What follows belongs to an exercise in optimizing a design on an open flow for small area, a short achievable clock period and few clock cycles; a production flow would make more cautious choices. Function was checked by simulation only, so behaviour that the tests miss may differ from the original.

==> inputs of umber <==
## cnn_layer_top
module cnn_layer_top
(
    input  wire logic          clk,
    input  wire logic          rst_n,
    input  wire logic          i_sample_valid,
    input  wire cnn_pkg::sample_t       i_sample,
    input  wire logic          i_sample_last,
    output logic               o_sample_credit,
    input  wire logic          i_load_weights,
    input  wire cnn_pkg::weights_flat_t i_weights,
    input  wire logic          i_load_biases,
    input  wire cnn_pkg::biases_flat_t  i_biases,
    output logic               o_feat_valid,
    output cnn_pkg::feature_vec_t       o_feat,
    output logic               o_feat_last,
    input  wire logic          i_feat_credit
);
==> flow/config.mk <==
export PLATFORM = sky130hd
export DESIGN_NAME = cnn_layer_top
export DESIGN_NICKNAME = cnn_layer_top
export VERILOG_FILES = /design/flow/design.v
export SDC_FILE = /design/flow/constraint.sdc
export NUM_CORES = 4
export LEC_CHECK = 0
export CAP_MARGIN = 20
export CORE_MARGIN = 2
export CORE_UTILIZATION = 40
export SLEW_MARGIN = 20
export SYNTH_HIERARCHICAL = 1
export SYNTH_MINIMUM_KEEP_SIZE = 0
==> flow/constraint.sdc <==
create_clock -name core_clock -period 11.0 [get_ports {clk}]
set_input_delay 2.2000 -clock core_clock [delete_from_list [all_inputs] [get_ports {clk}]]
set_output_delay 2.2000 -clock core_clock [all_outputs]
set_load 0.01 [all_outputs]
standard.sh (not shown) runs the stock make flow with config.mk's settings and CLKGATE_MAP_FILE= SYNTH_SCRIPT=/design/flow/synth_recipe.tcl, a recipe that flattens the netlist after the stock synthesis.
==> flow/flow/run.sh <==
#!/bin/bash
set -euo pipefail
export BUFFER_PORTS_ARGS="-buffer_cell sky130_fd_sc_hd__buf_2"
export SETUP_SLACK_MARGIN=7.3
bash standard.sh > standard.log 2>&1
==> yarrow (differences from umber) <==
--- a/flow/design.v
+++ b/flow/design.v
@@ -713,16 +713,20 @@
     logic s553, c554;
     logic s555, c556;
     logic s557, c558;
     logic s559, c560;
     logic s561, c562;
     logic s563, c564;
     logic [17:0] row_a, row_b, sum;
     logic [7:0] y_c;
+    logic [8:0] lo;
+    logic [9:0] hi0, hi1, hi;
+    logic neg_c, big_c, neg, big;
+    logic [7:0] low_c, low;
     assign p1 = ~(wq0[0] | xn0[0]);
     assign p2 = ~(wq1[0] | xn1[0]);
     assign p3 = ~(wq2[0] | xn2[0]);
     assign p4 = bq[0];
     assign p5 = ~(wq0[1] | xn0[0]);
     assign p6 = ~(wq0[0] | xn0[1]);
     assign p7 = ~(wq1[1] | xn1[0]);
     assign p8 = ~(wq1[0] | xn1[1]);
@@ -1099,18 +1103,23 @@
     cnn_fa u_s553 (.a(r1_s483), .b(c520), .c(s521), .s(s553), .co(c554));
     cnn_fa u_s555 (.a(r1_s487), .b(c522), .c(s523), .s(s555), .co(c556));
     cnn_fa u_s557 (.a(r1_s491), .b(c524), .c(s525), .s(s557), .co(c558));
     cnn_fa u_s559 (.a(r1_s495), .b(c526), .c(s527), .s(s559), .co(c560));
     cnn_fa u_s561 (.a(r1_s499), .b(c528), .c(s529), .s(s561), .co(c562));
     cnn_fa u_s563 (.a(r1_c500), .b(c530), .c(s531), .s(s563), .co(c564));
     assign row_a = {1'b1, c532, c562, c560, c558, c556, c554, c552, c550, c548, c546, c544, c542, c540, c538, c536, c534, s501};
     assign row_b = {1'b0, c564, s563, s561, s559, s557, s555, s553, s551, s549, s547, s545, s543, s541, s539, s537, s535, s533};
-    assign sum = row_a + row_b;
-    assign y_c = sum[17] ? 8'd0 : (|sum[16:8]) ? 8'd255 : sum[7:0];
+    assign lo  = {1'b0, row_a[7:0]} + {1'b0, row_b[7:0]};
+    assign hi0 = row_a[17:8] + row_b[17:8];
+    assign hi1 = row_a[17:8] + row_b[17:8] + 1'b1;
+    assign hi  = lo[8] ? hi1 : hi0;
+    assign neg_c = hi[9];
+    assign big_c = |hi[8:0];
+    assign low_c = lo[7:0];
     always_ff @(posedge clk) begin
         r1_p1 <= p1;
         r1_p2 <= p2;
         r1_p3 <= p3;
         r1_p4 <= p4;
         r1_p10 <= p10;
         r1_p11 <= p11;
         r1_s375 <= s375;
@@ -1165,17 +1174,22 @@
         r1_s495 <= s495;
         r1_c494 <= c494;
         r1_c496 <= c496;
         r1_s497 <= s497;
         r1_s499 <= s499;
         r1_c498 <= c498;
         r1_c500 <= c500;
     end
-    always_ff @(posedge clk) y <= y_c;
+    always_ff @(posedge clk) begin
+        low <= low_c;
+        neg <= neg_c;
+        big <= big_c;
+    end
+    assign y = neg ? 8'd0 : big ? 8'd255 : low;
 endmodule
 module cnn_dot3n (
     input  wire logic       clk,
     input  wire logic [7:0] x0,
     input  wire logic [7:0] xn0,
     input  wire logic [7:0] x1,
     input  wire logic [7:0] xn1,
     input  wire logic [7:0] x2,
@@ -1636,16 +1650,20 @@
     logic s571, c572;
     logic s573, c574;
     logic s575, c576;
     logic s577, c578;
     logic s579, c580;
     logic s581, c582;
     logic [17:0] row_a, row_b, sum;
     logic [7:0] y_c;
+    logic [8:0] lo;
+    logic [9:0] hi0, hi1, hi;
+    logic neg_c, big_c, neg, big;
+    logic [7:0] low_c, low;
     assign p1 = ~(wq0[0] & x0[0]);
     assign p2 = ~(wq1[0] & x1[0]);
     assign p3 = ~(wq2[0] & x2[0]);
     assign p4 = bq[0];
     assign p5 = ~(wq0[1] & x0[0]);
     assign p6 = ~(wq0[0] & x0[1]);
     assign p7 = ~(wq1[1] & x1[0]);
     assign p8 = ~(wq1[0] & x1[1]);
@@ -2039,18 +2057,23 @@
     cnn_fa u_s571 (.a(r1_s501), .b(c538), .c(s539), .s(s571), .co(c572));
     cnn_fa u_s573 (.a(r1_s505), .b(c540), .c(s541), .s(s573), .co(c574));
     cnn_fa u_s575 (.a(r1_s509), .b(c542), .c(s543), .s(s575), .co(c576));
     cnn_fa u_s577 (.a(r1_s513), .b(c544), .c(s545), .s(s577), .co(c578));
     cnn_fa u_s579 (.a(r1_s517), .b(c546), .c(s547), .s(s579), .co(c580));
     cnn_fa u_s581 (.a(r1_c518), .b(c548), .c(s549), .s(s581), .co(c582));
     assign row_a = {1'b1, c550, c580, c578, c576, c574, c572, c570, c568, c566, c564, c562, c560, c558, c556, c554, c552, s519};
     assign row_b = {1'b0, c582, s581, s579, s577, s575, s573, s571, s569, s567, s565, s563, s561, s559, s557, s555, s553, s551};
-    assign sum = row_a + row_b;
-    assign y_c = !sum[17] ? 8'd0 : (~&sum[16:8]) ? 8'd255 : ~sum[7:0];
+    assign lo  = {1'b0, row_a[7:0]} + {1'b0, row_b[7:0]};
+    assign hi0 = row_a[17:8] + row_b[17:8];
+    assign hi1 = row_a[17:8] + row_b[17:8] + 1'b1;
+    assign hi  = lo[8] ? hi1 : hi0;
+    assign neg_c = !hi[9];
+    assign big_c = ~&hi[8:0];
+    assign low_c = ~lo[7:0];
     always_ff @(posedge clk) begin
         r1_p2 <= p2;
         r1_p3 <= p3;
         r1_p4 <= p4;
         r1_s461 <= s461;
         r1_s389 <= s389;
         r1_c462 <= c462;
         r1_s463 <= s463;
@@ -2105,17 +2128,22 @@
         r1_s513 <= s513;
         r1_c512 <= c512;
         r1_c514 <= c514;
         r1_s515 <= s515;
         r1_s517 <= s517;
         r1_c516 <= c516;
         r1_c518 <= c518;
     end
-    always_ff @(posedge clk) y <= y_c;
+    always_ff @(posedge clk) begin
+        low <= low_c;
+        neg <= neg_c;
+        big <= big_c;
+    end
+    assign y = neg ? 8'd0 : big ? 8'd255 : low;
 endmodule
 module cnn_fa (
     input  wire logic a,
     input  wire logic b,
     input  wire logic c,
     output logic      s,
     output logic      co
 );
==> flow/flow/run.sh (replaced) <==
#!/bin/bash
set -euo pipefail
export BUFFER_PORTS_ARGS="-buffer_cell sky130_fd_sc_hd__buf_2"
export SETUP_SLACK_MARGIN=7.5
bash standard.sh > standard.log 2>&1
==> flow/config.mk (replaced) <==
export PLATFORM = sky130hd
export DESIGN_NAME = cnn_layer_top
export DESIGN_NICKNAME = cnn_layer_top
export VERILOG_FILES = /design/flow/design.v
export SDC_FILE = /design/flow/constraint.sdc
export NUM_CORES = 4
export LEC_CHECK = 0
export CAP_MARGIN = 20
export CORE_MARGIN = 2
export CORE_UTILIZATION = 55
export CTS_CLUSTER_DIAMETER = 100
export CTS_CLUSTER_SIZE = 22
export SLEW_MARGIN = 20
export SYNTH_HIERARCHICAL = 1
export SYNTH_MINIMUM_KEEP_SIZE = 0
==> amber (differences from umber) <==
--- a/flow/design.v
+++ b/flow/design.v
@@ -25,40 +25,44 @@
     output logic [WIDTH-1:0]      o_rd_data,
     output logic                  o_credit
 );
     localparam int DEPTH = 4;
     logic [WIDTH-1:0] mem [DEPTH];
     logic [1:0]       wr_ptr;
     logic [1:0]       rd_ptr;
     logic [DEPTH-1:0] full;
-    assign o_rd_valid = full[rd_ptr];
-    assign o_rd_data  = mem[rd_ptr];
+    logic             head_full;
+    logic             store;
+    assign head_full  = full[rd_ptr];
+    assign o_rd_valid = head_full || i_wr_valid;
+    assign o_rd_data  = head_full ? mem[rd_ptr] : i_wr_data;
+    assign store      = i_wr_valid && (head_full || !i_rd_pop);
     always_ff @(posedge clk) begin
-        if (i_wr_valid) begin
+        if (store) begin
             mem[wr_ptr] <= i_wr_data;
         end
     end
     always_ff @(posedge clk or negedge rst_n) begin
         if (!rst_n) begin
             wr_ptr   <= '0;
             rd_ptr   <= '0;
             full     <= '0;
             o_credit <= 1'b0;
         end else begin
-            if (i_wr_valid) begin
+            if (store) begin
                 wr_ptr <= wr_ptr + 1'b1;
             end
-            if (i_rd_pop) begin
+            if (i_rd_pop && head_full) begin
                 rd_ptr <= rd_ptr + 1'b1;
             end
             for (int i = 0; i < DEPTH; i++) begin
-                if (i_wr_valid && wr_ptr == 2'(i)) begin
+                if (store && wr_ptr == 2'(i)) begin
                     full[i] <= 1'b1;
-                end else if (i_rd_pop && rd_ptr == 2'(i)) begin
+                end else if (i_rd_pop && head_full && rd_ptr == 2'(i)) begin
                     full[i] <= 1'b0;
                 end
             end
             o_credit <= i_rd_pop;
         end
     end
 endmodule
 `default_nettype wire
@@ -713,16 +717,20 @@
     logic s553, c554;
     logic s555, c556;
     logic s557, c558;
     logic s559, c560;
     logic s561, c562;
     logic s563, c564;
     logic [17:0] row_a, row_b, sum;
     logic [7:0] y_c;
+    logic [8:0] lo;
+    logic [9:0] hi0, hi1, hi;
+    logic neg_c, big_c, neg, big;
+    logic [7:0] low_c, low;
     assign p1 = ~(wq0[0] | xn0[0]);
     assign p2 = ~(wq1[0] | xn1[0]);
     assign p3 = ~(wq2[0] | xn2[0]);
     assign p4 = bq[0];
     assign p5 = ~(wq0[1] | xn0[0]);
     assign p6 = ~(wq0[0] | xn0[1]);
     assign p7 = ~(wq1[1] | xn1[0]);
     assign p8 = ~(wq1[0] | xn1[1]);
@@ -1099,18 +1107,23 @@
     cnn_fa u_s553 (.a(r1_s483), .b(c520), .c(s521), .s(s553), .co(c554));
     cnn_fa u_s555 (.a(r1_s487), .b(c522), .c(s523), .s(s555), .co(c556));
     cnn_fa u_s557 (.a(r1_s491), .b(c524), .c(s525), .s(s557), .co(c558));
     cnn_fa u_s559 (.a(r1_s495), .b(c526), .c(s527), .s(s559), .co(c560));
     cnn_fa u_s561 (.a(r1_s499), .b(c528), .c(s529), .s(s561), .co(c562));
     cnn_fa u_s563 (.a(r1_c500), .b(c530), .c(s531), .s(s563), .co(c564));
     assign row_a = {1'b1, c532, c562, c560, c558, c556, c554, c552, c550, c548, c546, c544, c542, c540, c538, c536, c534, s501};
     assign row_b = {1'b0, c564, s563, s561, s559, s557, s555, s553, s551, s549, s547, s545, s543, s541, s539, s537, s535, s533};
-    assign sum = row_a + row_b;
-    assign y_c = sum[17] ? 8'd0 : (|sum[16:8]) ? 8'd255 : sum[7:0];
+    assign lo  = {1'b0, row_a[7:0]} + {1'b0, row_b[7:0]};
+    assign hi0 = row_a[17:8] + row_b[17:8];
+    assign hi1 = row_a[17:8] + row_b[17:8] + 1'b1;
+    assign hi  = lo[8] ? hi1 : hi0;
+    assign neg_c = hi[9];
+    assign big_c = |hi[8:0];
+    assign low_c = lo[7:0];
     always_ff @(posedge clk) begin
         r1_p1 <= p1;
         r1_p2 <= p2;
         r1_p3 <= p3;
         r1_p4 <= p4;
         r1_p10 <= p10;
         r1_p11 <= p11;
         r1_s375 <= s375;
@@ -1165,17 +1178,22 @@
         r1_s495 <= s495;
         r1_c494 <= c494;
         r1_c496 <= c496;
         r1_s497 <= s497;
         r1_s499 <= s499;
         r1_c498 <= c498;
         r1_c500 <= c500;
     end
-    always_ff @(posedge clk) y <= y_c;
+    always_ff @(posedge clk) begin
+        low <= low_c;
+        neg <= neg_c;
+        big <= big_c;
+    end
+    assign y = neg ? 8'd0 : big ? 8'd255 : low;
 endmodule
 module cnn_dot3n (
     input  wire logic       clk,
     input  wire logic [7:0] x0,
     input  wire logic [7:0] xn0,
     input  wire logic [7:0] x1,
     input  wire logic [7:0] xn1,
     input  wire logic [7:0] x2,
@@ -1636,16 +1654,20 @@
     logic s571, c572;
     logic s573, c574;
     logic s575, c576;
     logic s577, c578;
     logic s579, c580;
     logic s581, c582;
     logic [17:0] row_a, row_b, sum;
     logic [7:0] y_c;
+    logic [8:0] lo;
+    logic [9:0] hi0, hi1, hi;
+    logic neg_c, big_c, neg, big;
+    logic [7:0] low_c, low;
     assign p1 = ~(wq0[0] & x0[0]);
     assign p2 = ~(wq1[0] & x1[0]);
     assign p3 = ~(wq2[0] & x2[0]);
     assign p4 = bq[0];
     assign p5 = ~(wq0[1] & x0[0]);
     assign p6 = ~(wq0[0] & x0[1]);
     assign p7 = ~(wq1[1] & x1[0]);
     assign p8 = ~(wq1[0] & x1[1]);
@@ -2039,18 +2061,23 @@
     cnn_fa u_s571 (.a(r1_s501), .b(c538), .c(s539), .s(s571), .co(c572));
     cnn_fa u_s573 (.a(r1_s505), .b(c540), .c(s541), .s(s573), .co(c574));
     cnn_fa u_s575 (.a(r1_s509), .b(c542), .c(s543), .s(s575), .co(c576));
     cnn_fa u_s577 (.a(r1_s513), .b(c544), .c(s545), .s(s577), .co(c578));
     cnn_fa u_s579 (.a(r1_s517), .b(c546), .c(s547), .s(s579), .co(c580));
     cnn_fa u_s581 (.a(r1_c518), .b(c548), .c(s549), .s(s581), .co(c582));
     assign row_a = {1'b1, c550, c580, c578, c576, c574, c572, c570, c568, c566, c564, c562, c560, c558, c556, c554, c552, s519};
     assign row_b = {1'b0, c582, s581, s579, s577, s575, s573, s571, s569, s567, s565, s563, s561, s559, s557, s555, s553, s551};
-    assign sum = row_a + row_b;
-    assign y_c = !sum[17] ? 8'd0 : (~&sum[16:8]) ? 8'd255 : ~sum[7:0];
+    assign lo  = {1'b0, row_a[7:0]} + {1'b0, row_b[7:0]};
+    assign hi0 = row_a[17:8] + row_b[17:8];
+    assign hi1 = row_a[17:8] + row_b[17:8] + 1'b1;
+    assign hi  = lo[8] ? hi1 : hi0;
+    assign neg_c = !hi[9];
+    assign big_c = ~&hi[8:0];
+    assign low_c = ~lo[7:0];
     always_ff @(posedge clk) begin
         r1_p2 <= p2;
         r1_p3 <= p3;
         r1_p4 <= p4;
         r1_s461 <= s461;
         r1_s389 <= s389;
         r1_c462 <= c462;
         r1_s463 <= s463;
@@ -2105,17 +2132,22 @@
         r1_s513 <= s513;
         r1_c512 <= c512;
         r1_c514 <= c514;
         r1_s515 <= s515;
         r1_s517 <= s517;
         r1_c516 <= c516;
         r1_c518 <= c518;
     end
-    always_ff @(posedge clk) y <= y_c;
+    always_ff @(posedge clk) begin
+        low <= low_c;
+        neg <= neg_c;
+        big <= big_c;
+    end
+    assign y = neg ? 8'd0 : big ? 8'd255 : low;
 endmodule
 module cnn_fa (
     input  wire logic a,
     input  wire logic b,
     input  wire logic c,
     output logic      s,
     output logic      co
 );
@@ -2143,19 +2175,27 @@
     input  wire logic         i_in_last,
     input  wire cnn_pkg::feature_vec_t i_in_data,
     output logic              o_out_valid,
     output cnn_pkg::feature_vec_t      o_out_data,
     output logic              o_out_last
 );
     localparam int ACT = 8;
     localparam int NF  = 8;
+    cnn_pkg::feature_vec_t held;
+    always_ff @(posedge clk) begin
+        if (i_in_valid && !i_in_odd) begin
+            held <= i_in_data;
+        end
+    end
     always_ff @(posedge clk) begin
         for (int f = 0; f < NF; f++) begin
-            if (i_in_valid && (!i_in_odd || (i_in_data[f*ACT +: ACT] > o_out_data[f*ACT +: ACT]))) begin
+            if (i_in_odd && (held[f*ACT +: ACT] > i_in_data[f*ACT +: ACT])) begin
+                o_out_data[f*ACT +: ACT] <= held[f*ACT +: ACT];
+            end else begin
                 o_out_data[f*ACT +: ACT] <= i_in_data[f*ACT +: ACT];
             end
         end
         o_out_last <= i_in_last;
     end
     always_ff @(posedge clk or negedge rst_n) begin
         if (!rst_n) begin
             o_out_valid <= 1'b0;
==> flow/flow/run.sh (replaced) <==
#!/bin/bash
set -euo pipefail
export BUFFER_PORTS_ARGS="-buffer_cell sky130_fd_sc_hd__buf_2"
export SETUP_SLACK_MARGIN=7.5
bash standard.sh > standard.log 2>&1
==> flow/config.mk (replaced) <==
export PLATFORM = sky130hd
export DESIGN_NAME = cnn_layer_top
export DESIGN_NICKNAME = cnn_layer_top
export VERILOG_FILES = /design/flow/design.v
export SDC_FILE = /design/flow/constraint.sdc
export NUM_CORES = 4
export LEC_CHECK = 0
export ABC_AREA = 1
export CAP_MARGIN = 20
export CORE_MARGIN = 2
export CORE_UTILIZATION = 55
export CTS_CLUSTER_DIAMETER = 100
export CTS_CLUSTER_SIZE = 22
export SLEW_MARGIN = 20
export SYNTH_HIERARCHICAL = 1
export SYNTH_MINIMUM_KEEP_SIZE = 0
==> summary.txt <==
metric                                                                 yarrow                amber                umber
Clock network contribution to total cell area                          0.0228               0.0233               0.0491
Multi-input combinational cell count                                    4,280                5,117                4,344
Number of placed cells counting well taps                               7,791                9,014                8,422
Metal-1 WL                                                          80,100 um            86,200 um            79,300 um
Antenna violations before repair                                           10                    7                   20
Status                                                         finished clean       finished clean       finished clean
Placed instance area                                              74,600 um^2          78,700 um^2          75,300 um^2
Compound-Gate Fraction of Synth Area                                   0.0364               0.0188               0.0500
Final wirelength                                                   198,000 um           211,000 um           207,000 um
Die W                                                                  364 um               374 um               426 um
Setup Skew                                                            50.1 ps              46.4 ps              48.9 ps
CTS H-tree depth                                                            2                    2                    3
Sequential area share after synthesis                                   0.338                0.337                0.333
Core Box Area                                                    128,000 um^2         136,000 um^2         176,000 um^2
Fin area                                                          77,600 um^2          81,300 um^2          79,700 um^2
Max FO, Critical Path                                                       3                    1                    8
Non-CTS buffers                                                           461                  422                  403
Worst hold endpoint                                        u_conv.odd_pipe[3]  u_conv.last_pipe[2]  u_conv.last_pipe[2]
Storage element area                                              24,200 um^2          25,400 um^2          23,800 um^2
Share of cells above drive strength 1                                   0.131                0.110                0.139
Testbench counts of umber, summed over its fixed seeds: cycles 8,009.
Testbench counts of yarrow, summed over its fixed seeds: cycles 8,009.
Testbench counts of amber, summed over its fixed seeds: cycles 7,977.

[separate check: timing with driven ports]
How much do the figures lean on ideal ports? The routed layouts below were timed once more, with nothing changed but the port constraints.
Step 1 (the two cells are an assumption about what drives the block):
set clk [get_ports {clk}]
set_driving_cell -lib_cell sky130_fd_sc_hd__clkbuf_16 $clk
set_driving_cell -lib_cell sky130_fd_sc_hd__buf_2 [delete_from_list [all_inputs] $clk]
Step 2 also shifts input and output timing later by t, the mid clock arrival at the registers, as if the neighbouring blocks saw the same clock.
Slacks: ideal / step 1 / step 2; pairs: ideal / step 1.
run | shift t [ns] | setup WS [ns] | hold WS [ns]
umber | 0.832 | 7.264 / 7.264 / 6.768 | 0.329 / 0.329 / 0.329
yarrow | 0.799 | 7.301 / 7.220 / 6.835 | 0.333 / 0.333 / 0.333
amber | 0.807 | 7.474 / 7.386 / 6.860 | 0.319 / 0.319 / 0.319
After both steps every run listed still meets setup and hold. The setup slack of amber, which loses most, moves by -0.088 ns with the drivers and by -0.614 ns with both steps.
